From an optimization exercise on the open Yosys and OpenROAD flow, aimed at small area and a short achievable clock period; shortcuts taken in it are not production practice. The RTL was checked by simulation tests, not by an equivalence proof against the original design. Power and IR drop assume default switching activity.

old:
Design enc_bridge_top, start of the top module:
module enc_bridge_top
(
    input  logic                        clk,
    input  logic                        rst,
    input  logic [34:0]                 i_req,
    output logic [32:0]                 o_rsp,
    input  logic [5:0]                  i_param_sel,
    output logic [4:0]                  o_enc_in,
    input  logic [8:0]                  i_enc_out,
    output logic [67:0]                 o_conf
);
Size in the first run: roughly 7,500 cells after synthesis, about 160 I/O pins, roughly 120,000 um^2 of cells after synthesis.
export LEC_CHECK = 0
export CAP_MARGIN = 20
export CORE_MARGIN = 2
export CORE_UTILIZATION = 60
export CTS_CLUSTER_DIAMETER = 80
export CTS_CLUSTER_SIZE = 24
export SETUP_SLACK_MARGIN = 2.9
export SLEW_MARGIN = 20
export TNS_END_PERCENT = 20
create_clock -name core_clock -period 5.5 [get_ports {clk}]
standard.sh (not shown) runs the stock make flow with config.mk's settings and CLKGATE_MAP_FILE= SYNTH_SCRIPT=/design/flow/synth_recipe.tcl, a recipe that flattens the netlist after the stock synthesis.
==> flow/flow/run.sh <==
#!/bin/bash
# The standard layout (standard.sh), with the platform's delay cells kept
# out of the layout: port buffering and timing repair otherwise pick them as
# plain buffers on input and output paths, where they only add delay.
set -euo pipefail
cat >> config.mk <<'MK'
export DONT_USE_CELLS += sky130_fd_sc_hd__clkdlybuf4s15_1 sky130_fd_sc_hd__clkdlybuf4s15_2 sky130_fd_sc_hd__clkdlybuf4s18_1 sky130_fd_sc_hd__clkdlybuf4s18_2 sky130_fd_sc_hd__clkdlybuf4s25_1 sky130_fd_sc_hd__clkdlybuf4s25_2 sky130_fd_sc_hd__clkdlybuf4s50_1 sky130_fd_sc_hd__clkdlybuf4s50_2 sky130_fd_sc_hd__dlygate4sd1_1 sky130_fd_sc_hd__dlygate4sd2_1 sky130_fd_sc_hd__dlygate4sd3_1 sky130_fd_sc_hd__dlymetal6s2s_1 sky130_fd_sc_hd__dlymetal6s4s_1 sky130_fd_sc_hd__dlymetal6s6s_1
MK
bash standard.sh > standard_flow.log 2>&1
Looking at the reports, old completed the entire flow and the layout it produced met the timing, DRC and antenna checks.
For new, these inputs were changed with respect to old:
==> flow/flow/run.sh <==
#!/bin/bash
# The standard layout (standard.sh) with two changes to how cells are
# picked: the platform's delay cells are kept out of the layout (port
# buffering and timing repair otherwise use them as plain buffers on input
# and output paths, where they only add delay), and timing repair may resize
# a cell to one of another width (the platform only lets it pick cells of the
# same width). Placement is legalised after each repair as usual.
set -euo pipefail
cat >> config.mk <<'MK'
export DONT_USE_CELLS += sky130_fd_sc_hd__clkdlybuf4s15_1 sky130_fd_sc_hd__clkdlybuf4s15_2 sky130_fd_sc_hd__clkdlybuf4s18_1 sky130_fd_sc_hd__clkdlybuf4s18_2 sky130_fd_sc_hd__clkdlybuf4s25_1 sky130_fd_sc_hd__clkdlybuf4s25_2 sky130_fd_sc_hd__clkdlybuf4s50_1 sky130_fd_sc_hd__clkdlybuf4s50_2 sky130_fd_sc_hd__dlygate4sd1_1 sky130_fd_sc_hd__dlygate4sd2_1 sky130_fd_sc_hd__dlygate4sd3_1 sky130_fd_sc_hd__dlymetal6s2s_1 sky130_fd_sc_hd__dlymetal6s4s_1 sky130_fd_sc_hd__dlymetal6s6s_1
MK
# The platform sets MATCH_CELL_FOOTPRINT in its config.mk; make's command line
# outranks it
sed 's/CLKGATE_MAP_FILE= /CLKGATE_MAP_FILE= MATCH_CELL_FOOTPRINT=0 /' standard.sh > standard_nofp.sh
grep -q 'MATCH_CELL_FOOTPRINT=0' standard_nofp.sh
bash standard_nofp.sh > standard_flow.log 2>&1
Findings:
Between old and new, the difference in routed via count divided by cell count is negligible. The sequential power of old and that of new are within noise of each other. There was hardly any difference in total routed wirelength between new and old. Fmax: old and new compared, lower one is old. Going from old to new, core utilization roughly the same; number of inserted diodes up 3; count of clock-buffer cells in the layout shows an increase of 9.

========
Another version of the RTL of enc_bridge_top (not shown whole).
Size: about 7,400 cells after synthesis, ~3,200 flip-flops, about 160 I/O pins, about 120,000 um2 of cells after synthesis.
Settings: LEC_CHECK=0, CAP_MARGIN=20, CORE_MARGIN=2, CORE_UTILIZATION=60, CTS_CLUSTER_DIAMETER=80, CTS_CLUSTER_SIZE=24, SETUP_SLACK_MARGIN=2.9, SLEW_MARGIN=20, TNS_END_PERCENT=20; clock period 5.5 ns.
run.sh (not shown) runs the stock make flow with config.mk's settings and CLKGATE_MAP_FILE= SYNTH_SCRIPT=/design/flow/synth_recipe.tcl, a recipe that flattens the netlist after the stock synthesis.
Stock flow here: none of the scripts above is used.
Edit:
==> flow/flow/run.sh (new file) <==
#!/bin/bash
# The standard layout (standard.sh), with the platform's delay cells kept
# out of the layout: port buffering and timing repair otherwise pick them as
# plain buffers on input and output paths, where they only add delay.
set -euo pipefail
cat >> config.mk <<'MK'
export DONT_USE_CELLS += sky130_fd_sc_hd__clkdlybuf4s15_1 sky130_fd_sc_hd__clkdlybuf4s15_2 sky130_fd_sc_hd__clkdlybuf4s18_1 sky130_fd_sc_hd__clkdlybuf4s18_2 sky130_fd_sc_hd__clkdlybuf4s25_1 sky130_fd_sc_hd__clkdlybuf4s25_2 sky130_fd_sc_hd__clkdlybuf4s50_1 sky130_fd_sc_hd__clkdlybuf4s50_2 sky130_fd_sc_hd__dlygate4sd1_1 sky130_fd_sc_hd__dlygate4sd2_1 sky130_fd_sc_hd__dlygate4sd3_1 sky130_fd_sc_hd__dlymetal6s2s_1 sky130_fd_sc_hd__dlymetal6s4s_1 sky130_fd_sc_hd__dlymetal6s6s_1
MK
bash standard.sh > standard_flow.log 2>&1
==> flow/standard.sh (new file) <==
#!/bin/bash
# synth_recipe.tcl (not shown) runs the flow's synth.tcl, then flattens the netlist and writes it again
# the make line also repeats each setting of config.mk as NAME=value (left out here)
make -C /OpenROAD-flow-scripts/flow DESIGN_CONFIG=/design/flow/config.mk WORK_HOME=/design/flow/orfs CLKGATE_MAP_FILE= SYNTH_SCRIPT=/design/flow/synth_recipe.tcl "${@:-finish}"
--- a/flow/config.mk
+++ b/flow/config.mk
@@ -15 +15,2 @@
 export TNS_END_PERCENT = 20
+export DONT_USE_CELLS += sky130_fd_sc_hd__clkdlybuf4s15_1 sky130_fd_sc_hd__clkdlybuf4s15_2 sky130_fd_sc_hd__clkdlybuf4s18_1 sky130_fd_sc_hd__clkdlybuf4s18_2 sky130_fd_sc_hd__clkdlybuf4s25_1 sky130_fd_sc_hd__clkdlybuf4s25_2 sky130_fd_sc_hd__clkdlybuf4s50_1 sky130_fd_sc_hd__clkdlybuf4s50_2 sky130_fd_sc_hd__dlygate4sd1_1 sky130_fd_sc_hd__dlygate4sd2_1 sky130_fd_sc_hd__dlygate4sd3_1 sky130_fd_sc_hd__dlymetal6s2s_1 sky130_fd_sc_hd__dlymetal6s4s_1 sky130_fd_sc_hd__dlymetal6s6s_1
removed: flow/run.sh
Via count is lower by 0.53%.
Cell area is about the same.
Synthesized area is about the same.
Power is higher by 0.86%.
Maximum frequency is higher by 3.2%.
Wire length is higher by 2.4%.
Cell count is higher by 0.62%.

==> port drivers added, routing unchanged <==
How much do the figures lean on ideal ports? The routed layouts below were timed once more, with nothing changed but the port constraints.
Step 1 assumes that a clkbuf_16 drives the clock port and a buf_2 every other input.
Step 2 also shifts input and output timing later by t, the mid clock arrival at the registers, as if the neighbouring blocks saw the same clock.
Slacks: ideal / step 1 / step 2; pairs: ideal / step 1.
| run | t (ns) | slack for setup (ns) | worst hold slack (ns) | worst register clock-pin slew, ns |
|---|---|---|---|---|
| old | 0.930 | 2.724 / 2.776 / 1.856 | 0.462 / 0.462 / 0.462 | 0.10 / 0.10 |
| new | 0.935 | 2.735 / 2.762 / 1.867 | 0.426 / 0.426 / 0.426 | 0.10 / 0.10 |
| the first run of note 2 | 0.929 | 2.477 / 2.477 / 1.576 | 0.429 / 0.429 / 0.429 | 0.10 / 0.10 |
| the second run of note 2 | 0.940 | 2.570 / 2.570 / 1.820 | 0.435 / 0.435 / 0.435 | 0.10 / 0.10 |
After both steps every run listed still meets setup and hold. The setup slack of the first run of note 2, which loses most, moves by 0.000 ns with the drivers and by -0.901 ns with both steps.
